This is an optimization exercise on Yosys and OpenROAD, whose aim is small area and a short achievable clock period, not a production implementation.
In this exercise RTL edits were held to simulation tests only and were not proved equivalent to the original.
Power is estimated from default activity; no workload was simulated.

==> flow/design.v <==
`default_nettype none
module srm_or4 (
  input  logic [3:0] row,
  input  logic [3:0] col,
  output logic       y
);
  assign y = |(row & col);
endmodule
module srm_nor2 (
  input  logic a, b,
  output logic y
);
  assign y = ~(a | b);
endmodule
module srm_nand2 (
  input  logic a, b,
  output logic y
);
  assign y = ~(a & b);
endmodule
module srm_rd_bit (
  input  logic [255:0] row,
  input  logic [255:0] col,
  output logic [1:0]   y_n
);
  logic [63:0] l1;     
  logic [31:0] l2_n;   
  logic [15:0] l3;     
  logic [7:0]  l4_n;   
  logic [3:0]  l5;     
  for (genvar i = 0; i < 64; i++) begin : g_l1
    srm_or4 u (.row(row[4*i +: 4]), .col(col[4*i +: 4]), .y(l1[i]));
  end
  for (genvar i = 0; i < 32; i++) begin : g_l2
    srm_nor2 u (.a(l1[2*i]), .b(l1[2*i+1]), .y(l2_n[i]));
  end
  for (genvar i = 0; i < 16; i++) begin : g_l3
    srm_nand2 u (.a(l2_n[2*i]), .b(l2_n[2*i+1]), .y(l3[i]));
  end
  for (genvar i = 0; i < 8; i++) begin : g_l4
    srm_nor2 u (.a(l3[2*i]), .b(l3[2*i+1]), .y(l4_n[i]));
  end
  for (genvar i = 0; i < 4; i++) begin : g_l5
    srm_nand2 u (.a(l4_n[2*i]), .b(l4_n[2*i+1]), .y(l5[i]));
  end
  for (genvar i = 0; i < 2; i++) begin : g_l6
    srm_nor2 u (.a(l5[2*i]), .b(l5[2*i+1]), .y(y_n[i]));
  end
endmodule
module spi_ram_ctrl #(
  parameter int MEM_DEPTH = 256,
  parameter int ADDR_SIZE = 8
) (
  input  logic                 clk,
  input  logic                 rst_n,
  input  logic [ADDR_SIZE+1:0] din,
  input  logic                 rx_valid,
  output logic [ADDR_SIZE-1:0] dout,
  output logic                 tx_valid,
  output logic                 cmd_err
);
  logic [1:0] w_cmd;
  logic [7:0] w_payload;
  logic       w_wr_data;
  assign w_cmd     = din[9:8];
  assign w_payload = din[7:0];
  assign w_wr_data = rst_n & rx_valid & (w_cmd == 2'b01);
  logic [7:0] wr_addr_q;
  logic       armed_q;
  logic [7:0] dout_q;
  logic       tx_valid_q;
  logic       cmd_err_q;
  logic [2047:0] mem_q;
  logic [15:0]  w_wlo_n, w_whi_n;
  logic [255:0] w_wrow;
  always_comb begin
    for (int i = 0; i < 16; i++) begin
      w_wlo_n[i] = ~(wr_addr_q[3:0] == 4'(i));
      w_whi_n[i] = ~((wr_addr_q[7:4] == 4'(i)) & w_wr_data);
    end
  end
  for (genvar r = 0; r < 256; r++) begin : g_wrow
    srm_nor2 u (.a(w_whi_n[r/16]), .b(w_wlo_n[r%16]), .y(w_wrow[r]));
  end
  for (genvar r = 0; r < 256; r++) begin : g_row
    always_ff @(posedge clk) begin
      if (w_wrow[r]) mem_q[r*8 +: 8] <= w_payload;
    end
  end
  logic [15:0]  rlo_n_q, rhi_n_q;
  logic [15:0]  w_rlo_n, w_rhi_n;
  logic [255:0] w_rrow;
  logic [7:0]   w_rd_word;
  assign w_rlo_n = rlo_n_q;
  assign w_rhi_n = rhi_n_q;
  for (genvar r = 0; r < 256; r++) begin : g_rrow
    srm_nor2 u (.a(w_rhi_n[r/16]), .b(w_rlo_n[r%16]), .y(w_rrow[r]));
  end
  for (genvar b = 0; b < 8; b++) begin : g_rbit
    logic [255:0] w_col;
    logic [1:0]   w_word_n;
    for (genvar r = 0; r < 256; r++) begin : g_col
      assign w_col[r] = mem_q[r*8 + b];
    end
    srm_rd_bit u (.row(w_rrow), .col(w_col), .y_n(w_word_n));
    assign w_rd_word[b] = ~&w_word_n;
  end
  always_ff @(posedge clk) begin
    if (!rst_n) begin
      rlo_n_q <= ~16'd1;
      rhi_n_q <= '1;
    end else if (rx_valid && w_cmd == 2'b10) begin
      for (int i = 0; i < 16; i++) begin
        rlo_n_q[i] <= ~(w_payload[3:0] == 4'(i));
        rhi_n_q[i] <= ~(w_payload[7:4] == 4'(i));
      end
    end else if (rx_valid && w_cmd == 2'b11) begin
      rlo_n_q <= {rlo_n_q[14:0], rlo_n_q[15]};
      if (!rlo_n_q[15]) rhi_n_q <= {rhi_n_q[14:0], rhi_n_q[15]};
    end
  end
  always_ff @(posedge clk) begin
    if (!rst_n) begin
      wr_addr_q  <= '0;
      armed_q    <= 1'b0;
      dout_q     <= '0;
      tx_valid_q <= 1'b0;
      cmd_err_q  <= 1'b0;
    end else if (rx_valid) begin
      tx_valid_q <= (w_cmd == 2'b11);
      case (w_cmd)
        2'b00: wr_addr_q <= w_payload;
        2'b01: wr_addr_q <= wr_addr_q + 8'd1;
        2'b10: begin
          armed_q   <= 1'b1;
        end
        default: begin
          dout_q    <= w_rd_word;
          if (!armed_q) cmd_err_q <= 1'b1;
        end
      endcase
    end
  end
  assign dout     = dout_q;
  assign tx_valid = tx_valid_q;
  assign cmd_err  = cmd_err_q;
endmodule
`default_nettype wire
clock: 4.0 ns
lec_check: 0
cap_margin: 20
core_margin: 2
core_utilization: 60
cts_cluster_diameter: 80
cts_cluster_size: 25
setup_slack_margin: 2.0
slew_margin: 20
synth_hierarchical: 1
synth_minimum_keep_size: 0
standard.sh (not shown) runs the stock make flow with config.mk's settings and CLKGATE_MAP_FILE= SYNTH_SCRIPT=/design/flow/synth_recipe.tcl, a recipe that flattens the netlist after the stock synthesis.
==> flow/flow/run.sh <==
#!/bin/bash
# Own layout flow: the standard ORFS flow (standard.sh, unchanged
# synthesis, floorplan, power grid, tap cells, placement, CTS and routing),
# with two settings changed through the environment:
#  - the input and output ports are buffered with buf_4 rather than the
#    delay-type buffer that buffer_ports picks by default;
#  - the pre-placement timing repair in floorplan is replaced by a plain
#    removal of synthesis buffers (timing is repaired after placement and
#    after CTS as usual).
# Each ORFS step writes its full log under orfs/logs/; make's own output is
# kept in make_finish.log in the work folder.
set -euo pipefail
export BUFFER_PORTS_ARGS="-buffer_cell sky130_fd_sc_hd__buf_4"
export REMOVE_ABC_BUFFERS=1
bash standard.sh finish > make_finish.log 2>&1
==> next run, changes <==
--- a/flow/design.v
+++ b/flow/design.v
@@ -86,16 +86,17 @@
     always_ff @(posedge clk) begin
       if (w_wrow[r]) mem_q[r*8 +: 8] <= w_payload;
     end
   end
-  logic [15:0]  rlo_n_q, rhi_n_q;
-  logic [15:0]  w_rlo_n, w_rhi_n;
+  logic [15:0]  rlo_n_q, rlo2_n_q, rhi_n_q;
   logic [255:0] w_rrow;
   logic [7:0]   w_rd_word;
-  assign w_rlo_n = rlo_n_q;
-  assign w_rhi_n = rhi_n_q;
   for (genvar r = 0; r < 256; r++) begin : g_rrow
-    srm_nor2 u (.a(w_rhi_n[r/16]), .b(w_rlo_n[r%16]), .y(w_rrow[r]));
+    if (r < 128) begin : g_a
+      srm_nor2 u (.a(rhi_n_q[r/16]), .b(rlo_n_q[r%16]), .y(w_rrow[r]));
+    end else begin : g_b
+      srm_nor2 u (.a(rhi_n_q[r/16]), .b(rlo2_n_q[r%16]), .y(w_rrow[r]));
+    end
   end
   for (genvar b = 0; b < 8; b++) begin : g_rbit
     logic [255:0] w_col;
     logic [1:0]   w_word_n;
@@ -106,17 +107,20 @@
     assign w_rd_word[b] = ~&w_word_n;
   end
   always_ff @(posedge clk) begin
     if (!rst_n) begin
-      rlo_n_q <= ~16'd1;
-      rhi_n_q <= '1;
+      rlo_n_q  <= ~16'd1;
+      rlo2_n_q <= ~16'd1;
+      rhi_n_q  <= '1;
     end else if (rx_valid && w_cmd == 2'b10) begin
       for (int i = 0; i < 16; i++) begin
-        rlo_n_q[i] <= ~(w_payload[3:0] == 4'(i));
-        rhi_n_q[i] <= ~(w_payload[7:4] == 4'(i));
+        rlo_n_q[i]  <= ~(w_payload[3:0] == 4'(i));
+        rlo2_n_q[i] <= ~(w_payload[3:0] == 4'(i));
+        rhi_n_q[i]  <= ~(w_payload[7:4] == 4'(i));
       end
     end else if (rx_valid && w_cmd == 2'b11) begin
-      rlo_n_q <= {rlo_n_q[14:0], rlo_n_q[15]};
+      rlo_n_q  <= {rlo_n_q[14:0], rlo_n_q[15]};
+      rlo2_n_q <= {rlo2_n_q[14:0], rlo2_n_q[15]};
       if (!rlo_n_q[15]) rhi_n_q <= {rhi_n_q[14:0], rhi_n_q[15]};
     end
   end
   always_ff @(posedge clk) begin
=>
- The new run ran to the end with no violations
- fmax rose by 0.64%
- total power came out higher by about 1.9%
- clock skew hardly moves
- non-clock buffer count grows by 71
- design area stays flat
- die area went up by 0.88%

[re-timing with driven ports]
The flow's constraints put no driver on any port. The routed layouts listed below were extracted and timed again, unchanged, in two steps. Step 1: set_driving_cell puts a clkbuf_16 on clk and a buf_2 on each other input, an assumption about the parent block. Step 2 also shifts input and output timing later by t, the mid clock arrival at the registers, as if the neighbouring blocks saw the same clock. a / b / c = ideal / step 1 / step 2; a / b = the first two.
run	shift t [ns]	slack for setup (ns)	worst setup path after step 2	latest minus earliest clock arrival (ns)
the first run	0.805	1.851 / 1.812 / 1.136	input to register	0.031 / 0.031
the second run	0.816	1.865 / 1.842 / 1.116	input to register	0.031 / 0.031
After both steps every run listed still meets setup and hold. For the second run, which loses most, drivers alone change the setup slack by -0.023 ns; drivers and shift together by -0.749 ns.
